Background: an optimization exercise with open tools, aiming at small area, a short achievable clock period and few clock cycles per item. Do not read the settings as production practice.
Function not checked in this run: the RTL went through the layout flow alone.
Power and IR drop assume default switching activity.

**flow/design.v**
```verilog
package terq_pkg;
    typedef enum logic [2:0] {
        ST_PUSHED   = 3'd0,
        ST_DROPPED  = 3'd1,
        ST_EMPTY    = 3'd2,
        ST_WAIT     = 3'd3,
        ST_RELEASED = 3'd4
    } t_status;
    typedef struct packed {
        logic signed [31:0] stamp;
        logic               is_reset;
        logic        [31:0] payload;
    } t_entry;
    localparam logic [30:0] DELAY_MAX = 31'h7FFF_FFFF;
endpackage
module timed_event_replay_queue #(
    parameter int QUEUE_DEPTH = 16
) (
    input  logic               i_clk,
    input  logic               i_rst_n,
    input  logic               i_start,
    output logic               o_busy,
    input  logic               i_action,
    input  logic signed [31:0] i_now_time,
    input  logic signed [31:0] i_event_stamp,
    input  logic               i_event_is_reset,
    input  logic        [31:0] i_event_payload,
    output logic               o_valid,
    output logic        [2:0]  o_status,
    output logic        [30:0] o_wait_delay,
    output logic signed [31:0] o_out_stamp,
    output logic               o_out_is_reset,
    output logic        [31:0] o_out_payload
);
    localparam int MEM_DEPTH = QUEUE_DEPTH - 1;
    localparam int PTR_W     = $clog2(MEM_DEPTH);
    localparam int CNT_W     = $clog2(QUEUE_DEPTH + 1);
    localparam logic [PTR_W-1:0] PTR_LAST = PTR_W'(MEM_DEPTH - 1);
    localparam logic [CNT_W-1:0] CNT_FULL = CNT_W'(QUEUE_DEPTH);
    assign o_busy = 1'b0;
    logic        r_in_valid;
    logic        r_in_action;
    logic [31:0] r_in_val;       
    logic        r_in_isr;
    logic [31:0] r_in_payload;
    always_ff @(posedge i_clk) begin
        if (!i_rst_n) r_in_valid <= 1'b0;
        else          r_in_valid <= i_start;
    end
    always_ff @(posedge i_clk) begin
        r_in_action  <= i_action;
        r_in_val     <= i_action ? i_now_time : i_event_stamp;
        r_in_isr     <= i_event_is_reset;
        r_in_payload <= i_event_payload;
    end
    logic [64:0]      r_head_entry;           
    logic [64:0]      mem [MEM_DEPTH];
    logic [PTR_W-1:0] r_rd, r_wr;
    logic [CNT_W-1:0] r_count;
    logic [31:0]      r_ms, r_tb;
    logic             r_ms_set, r_tb_set;
    wire [31:0] h_stamp = r_head_entry[64:33];
    wire        h_isr   = r_head_entry[32];
    wire is_empty = (r_count == '0);
    wire is_one   = (r_count == CNT_W'(1));
    wire is_full  = (r_count == CNT_FULL);
    wire do_push = r_in_valid && !r_in_action && !is_full;
    wire do_poll = r_in_valid &&  r_in_action && !is_empty;
    wire [31:0] a = r_ms_set ? r_in_val : 32'd0;
    wire [31:0] b = r_ms_set ? r_ms     : 32'd0;
    wire [31:0] c = r_tb_set ? h_stamp  : 32'd0;
    wire [31:0] d = r_tb_set ? r_tb     : 32'd0;
    wire [31:0] elapsed = a - b;
    wire [31:0] offset  = c - d;
    wire [31:0] nb = ~b;
    wire [31:0] nc = ~c;
    wire [31:0] s1 = a ^ nb ^ nc;
    wire [31:0] k1 = {(a[30:0] & nb[30:0]) | (a[30:0] & nc[30:0]) | (nb[30:0] & nc[30:0]), 1'b1};
    wire [31:0] s2 = s1 ^ k1 ^ d;
    wire [31:0] k2 = {(s1[30:0] & k1[30:0]) | (s1[30:0] & d[30:0]) | (k1[30:0] & d[30:0]), 1'b1};
    wire [31:0] diff  = s2 + k2;              
    wire [31:0] ndiff = ~(s2 + {k2[31:1], 1'b0});   
    wire due = (elapsed[31] != offset[31]) ? !elapsed[31] : !diff[31];
    wire        sat   = !offset[31] && elapsed[31] && ndiff[31];
    wire [30:0] delay = sat ? 31'h7FFF_FFFF : ndiff[30:0];
    wire now_pos   = !r_in_val[31] && (r_in_val != 32'd0);
    wire stamp_pos = !h_stamp[31] && (h_stamp != 32'd0);
    wire release_h = do_poll && due;
    wire rebase    = release_h && h_isr;
    wire cap_ms    = do_poll && (!r_ms_set || rebase);
    wire cap_tb    = do_poll && (!r_tb_set || rebase);
    wire [64:0] in_entry = {r_in_val, r_in_isr, r_in_payload};
    always_ff @(posedge i_clk) begin
        if (!i_rst_n) begin
            r_rd     <= '0;
            r_wr     <= '0;
            r_count  <= '0;
            r_ms_set <= 1'b0;
            r_tb_set <= 1'b0;
        end else begin
            if (do_push && !is_empty) r_wr <= (r_wr == PTR_LAST) ? '0 : r_wr + 1'b1;
            if (release_h && !is_one) r_rd <= (r_rd == PTR_LAST) ? '0 : r_rd + 1'b1;
            if (do_push)        r_count <= r_count + 1'b1;
            else if (release_h) r_count <= r_count - 1'b1;
            if (cap_ms) r_ms_set <= now_pos;
            if (cap_tb) r_tb_set <= stamp_pos;
        end
    end
    always_ff @(posedge i_clk) begin
        if (cap_ms) r_ms <= r_in_val;
        if (cap_tb) r_tb <= h_stamp;
        if (do_push && is_empty)      r_head_entry <= in_entry;
        else if (release_h && !is_one) r_head_entry <= mem[r_rd];
    end
    always_ff @(posedge i_clk) begin
        for (int i = 0; i < MEM_DEPTH; i++) begin
            if (do_push && !is_empty && r_wr == PTR_W'(i)) mem[i] <= in_entry;
        end
    end
    logic        r_out_valid;
    logic [2:0]  r_out_status;
    logic [30:0] r_out_delay;
    logic [64:0] r_out_entry;
    always_ff @(posedge i_clk) begin
        if (!i_rst_n) r_out_valid <= 1'b0;
        else          r_out_valid <= r_in_valid;
    end
    always_ff @(posedge i_clk) begin
        if (!r_in_action)  r_out_status <= is_full ? terq_pkg::ST_DROPPED : terq_pkg::ST_PUSHED;
        else if (is_empty) r_out_status <= terq_pkg::ST_EMPTY;
        else               r_out_status <= due ? terq_pkg::ST_RELEASED : terq_pkg::ST_WAIT;
        r_out_delay <= (r_in_action && !is_empty && !due) ? delay : 31'd0;
        r_out_entry <= (r_in_action && !is_empty) ? r_head_entry : 65'd0;
    end
    assign o_valid        = r_out_valid;
    assign o_status       = r_out_status;
    assign o_wait_delay   = r_out_delay;
    assign o_out_stamp    = r_out_entry[64:33];
    assign o_out_is_reset = r_out_entry[32];
    assign o_out_payload  = r_out_entry[31:0];
endmodule
```
**flow/constraint.sdc**
```tcl
create_clock -name core_clock -period 9.0 [get_ports {i_clk}]
set_input_delay 1.8000 -clock core_clock [delete_from_list [all_inputs] [get_ports {i_clk}]]
set_output_delay 1.8000 -clock core_clock [all_outputs]
set_load 0.01 [all_outputs]
```
**flow/run.sh**
```bash
#!/bin/bash
# synth_recipe.tcl (not shown) runs the flow's synth.tcl, then flattens the netlist and writes it again
# the make line also repeats each setting of config.mk as NAME=value (left out here)
make -C /OpenROAD-flow-scripts/flow DESIGN_CONFIG=/design/flow/config.mk WORK_HOME=/design/flow/orfs CLKGATE_MAP_FILE= SYNTH_SCRIPT=/design/flow/synth_recipe.tcl finish
```
**flow/config.mk**
```make
export PLATFORM = sky130hd
export DESIGN_NAME = timed_event_replay_queue
export DESIGN_NICKNAME = timed_event_replay_queue
export VERILOG_FILES = /design/flow/design.v
export SDC_FILE = /design/flow/constraint.sdc
export NUM_CORES = 4
export LEC_CHECK = 0
export CAP_MARGIN = 20
export CORE_MARGIN = 2
export CORE_UTILIZATION = 40
export SLEW_MARGIN = 20
```
==> summary.txt <==
DIE HEIGHT: 356.3 um
Die X-Extent: 356.3 um
clk buf depth: 3
largest net degree at the start of global routing: 73
max-slew violations: 0
unrepaired setup endpoints after global routing: no
Synth Cell Area: 49650 um2
Clk pin slew, worst setup/hold paths: 0.06 ns
Buf/Inv on CP: 4
Slew @ Worst Pin: 1.105 ns
status: timing/DRC/antenna clean
# port buffers: 200
Fin Hold WS: 0.4780 ns
Worst setup SP type: flip-flop
Cell Chain, Critical Path: buf_4, nand2_1, fa_1, inv_1, fa_1, inv_1, ha_1, nand4_1, a211oi_1, a211o_1, a221o_1, a21oi_2, a211o_1, o211a_1, nand3_1, o21ai_4, buf_4
Detailed Route WL: 138600 um
post-route design area: 58180 um2
worst path required time: 9.38 ns
share of cells above drive strength 1: 9.871%
fmax: 0.1532 GHz
clk sink count: 1286
post-cts sizing count: 0
max incr delay on CP: 0.84 ns
post-layout min period: 6.529 ns
Clock Latency Late Sink: 0.77 ns
most common cell after layout, fill and taps aside: edfxtp_1
WHS Path Cells: 1
Worst Hold Class: flip-flop to flip-flop
Crit Path Class: flip-flop to flip-flop
I/O pins: 202
FP Rows: 129
cell area power density: 222.7 nW/um2
Overflow after GRT: 0
core box area: 123500 um2
P_leak: 19.60 nW
Top Family by Delay on Critical Path: compound AO/OA/AOI/OAI gates
initial antenna violation count: 4
drt pass-1 iters: 6
endpoints failing setup: 0
Top FF cell, synth: edfxtp_1
residual DRC count: 0
wire per inst: 26.68 um
H-tree levels: 4
1st-iter DRT viols: 3489
post-synthesis average cell area: 15.43 um2
CTS Hold Buffers Added: 0
ANT nets after route: 0
most frequent cells in the layout: edfxtp_1, a22oi_1, clkdlybuf4s50_1
peak fanout along the critical path: 40
Reg2Reg Depth: 17
vias in the first global route: 29310
crit end category: flip-flop
CP max-delay cell: dfxtp_2
placed cell area: 53880 um2
flops & latches, synth: 1286
Max VDD drop: 0.1914 mV
Area Overhead vs Synth: 17.17%
relative slew slack: 26.02%
max-cap violations: 0
Initial Util: 40.21%
Netlist cell types: 69
first-pass GRT wire length: 200800 um
register area share after synthesis: 74.11%
critical hold path startpoint: r_head_entry[27]
Hold EP: r_out_entry[27]
Net count, final: 3704
asr flop ratio synth: 0%
Synth warnings: 2
EDFF count, synth: 1104
die area: 127000 um2
worst reg2reg startpoint: r_tb_set
total power: 12.95 mW
Critical Path AT: 6.91 ns
Post-Synthesis Cells: 3217
post-route clock period utilization: 72.54%
total track usage: 21.57%
Root Driver: clkbuf_16
Worst Skew: 0.05618 ns
TritonCTS buffer count: 131
hpwl dp: 73680 um
Post-CTS Setup Repair Bufs: 0
vias per inst: 5.734
syn nets: 3474
Fin Setup TNS: 0 ns
GPL Wtd Cong: 0.8435
vias: 29780
CTS tree: built
Critical R2R Capture: r_head_entry[25]
R2R Setup Slk: 2.47 ns
final hold vios: 0
## metrics by stage
stage	utilization, %	std cells	setup slack (ns)
final	47.12	5194	2.471
after global routing	47.11	5193	2.140
after CTS	47.11	5193	2.466
after detailed placement	43.64	4951	2.449
after global placement	43.57	4948	2.578
after floorplan	-	3217	0.9909
## power breakdown
part	internal (mW)	switching [mW]	total, mW
registers	6.59	0.138	6.72
clock network	3.07	2.31	5.38
logic	0.341	0.512	0.852
## area by class of cell
cell class / instances / area, um2
Fill cell: 10460 / 65300
Timing Repair Buffer: 271 / 2590
Antenna cell: 1 / 2.502
Inverter: 138 / 518.0
Multi-Input combinational cell: 1619 / 11930
Tap cell: 1637 / 2048
Clock inverter: 56 / 605.6
Clock buffer: 186 / 3687
Sequential cell: 1286 / 36800
## kinds of logic after synthesis
group | count (synthesis) | share of synthesized area [%]
flops | 1286 | 74.11
compound gates | 795 | 11.07
simple gates | 594 | 6.068
buf+inv | 312 | 2.399
fa+ha+maj | 156 | 4.854
mux | 39 | 0.8745
xor+xnor | 34 | 0.6149
other cells | 1 | 0.007553
## worst reg2reg max path: stages (launching register included)
cell	delay [ns]
dfxtp_2	0.84
buf_4	0.40
nand2_1	0.17
fa_1	0.55
inv_1	0.05
fa_1	0.47
inv_1	0.04
ha_1	0.37
nand4_1	0.22
a211oi_1	0.08
a211o_1	0.30
a221o_1	0.33
a21oi_2	0.24
a211o_1	0.19
o211a_1	0.42
nand3_1	0.24
o21ai_4	0.44
buf_4	0.69
## state kept, by name (all words and copies together) (netlist names), 4 cells and up
name	flops
r_count	5
r_out_entry	65
mem	975
r_out_delay	31
r_rd	4
r_wr	4
r_head_entry	65
r_tb	32
r_in_val	32
r_in_payload	32
r_ms	32
## cells in the mapped netlist, types with 18 or more instances
cell	count	share of area, %
edfxtp_1	1104	67
a22oi_1	323	4.9
nand2_1	186	1.4
dfxtp_1	182	7.3
clkbuf_1	148	1.1
a21oi_1	142	1.4
inv_1	137	1.0
o21ai_0	99	1.0
ha_1	95	2.4
nand4_1	84	1.1
nand3_1	72	0.73
and3_1	68	0.86
o22ai_1	68	0.86
a222oi_1	62	1.2
fa_1	61	2.5
nor2_1	58	0.44
and2_1	47	0.59
mux2_2	35	0.79
xnor2_1	22	0.39
a21o_1	19	0.29
nand2b_1	18	0.23
nor4_1	18	0.23
## metal layers
layer  part of all wire, %  wire length [um]  vias up  global-route usage [%]
li1                      -                 -    13090                       -
met1                    42             58130    15060                   30.37
met2                    47             65710     1442                   34.88
met3                   8.5             11760      194                   3.238
met4                   2.1              2952        2                   6.152
met5                 0.013                18        -                       0
## worst max path at each step
stage,end,cells after the start,from,slack [ns]
after floorplan,mem[2][0],6,r_count[0],0.99
after global placement,r_head_entry[13],17,r_tb_set,2.58
after detailed placement,r_head_entry[10],17,r_tb_set,2.45
after CTS,r_head_entry[18],17,r_tb_set,2.47
after global routing,r_head_entry[15],17,r_tb_set,2.14
final,r_head_entry[25],17,r_tb_set,2.47

what the ideal ports hide:
No port has a modelled driver above. Below, the same layout with a new extraction and two added sets of constraints.
Step 1 (the two cells are an assumption about what drives the block):
set clk [get_ports {i_clk}]
set_driving_cell -lib_cell sky130_fd_sc_hd__clkbuf_16 $clk
set_driving_cell -lib_cell sky130_fd_sc_hd__buf_2 [delete_from_list [all_inputs] $clk]
Step 2 moves the port delays by t, midway between the first and last clock arrival at a register: inputs arrive t later, outputs are due t later. That takes back most of the time a late clock gives input paths.
a / b / c = ideal ports / drivers / drivers and shift; a / b = the first two.
shift t [ns]: 0.807
slack for setup (ns): 2.471 / 2.471 / 2.471
clock arrival spread, ns: 0.057 / 0.057
cell pins on the clock port's net: 1
After both steps setup and hold are still met in this run. For this run, drivers alone change the setup slack by 0.000 ns; drivers and shift together by 0.000 ns.
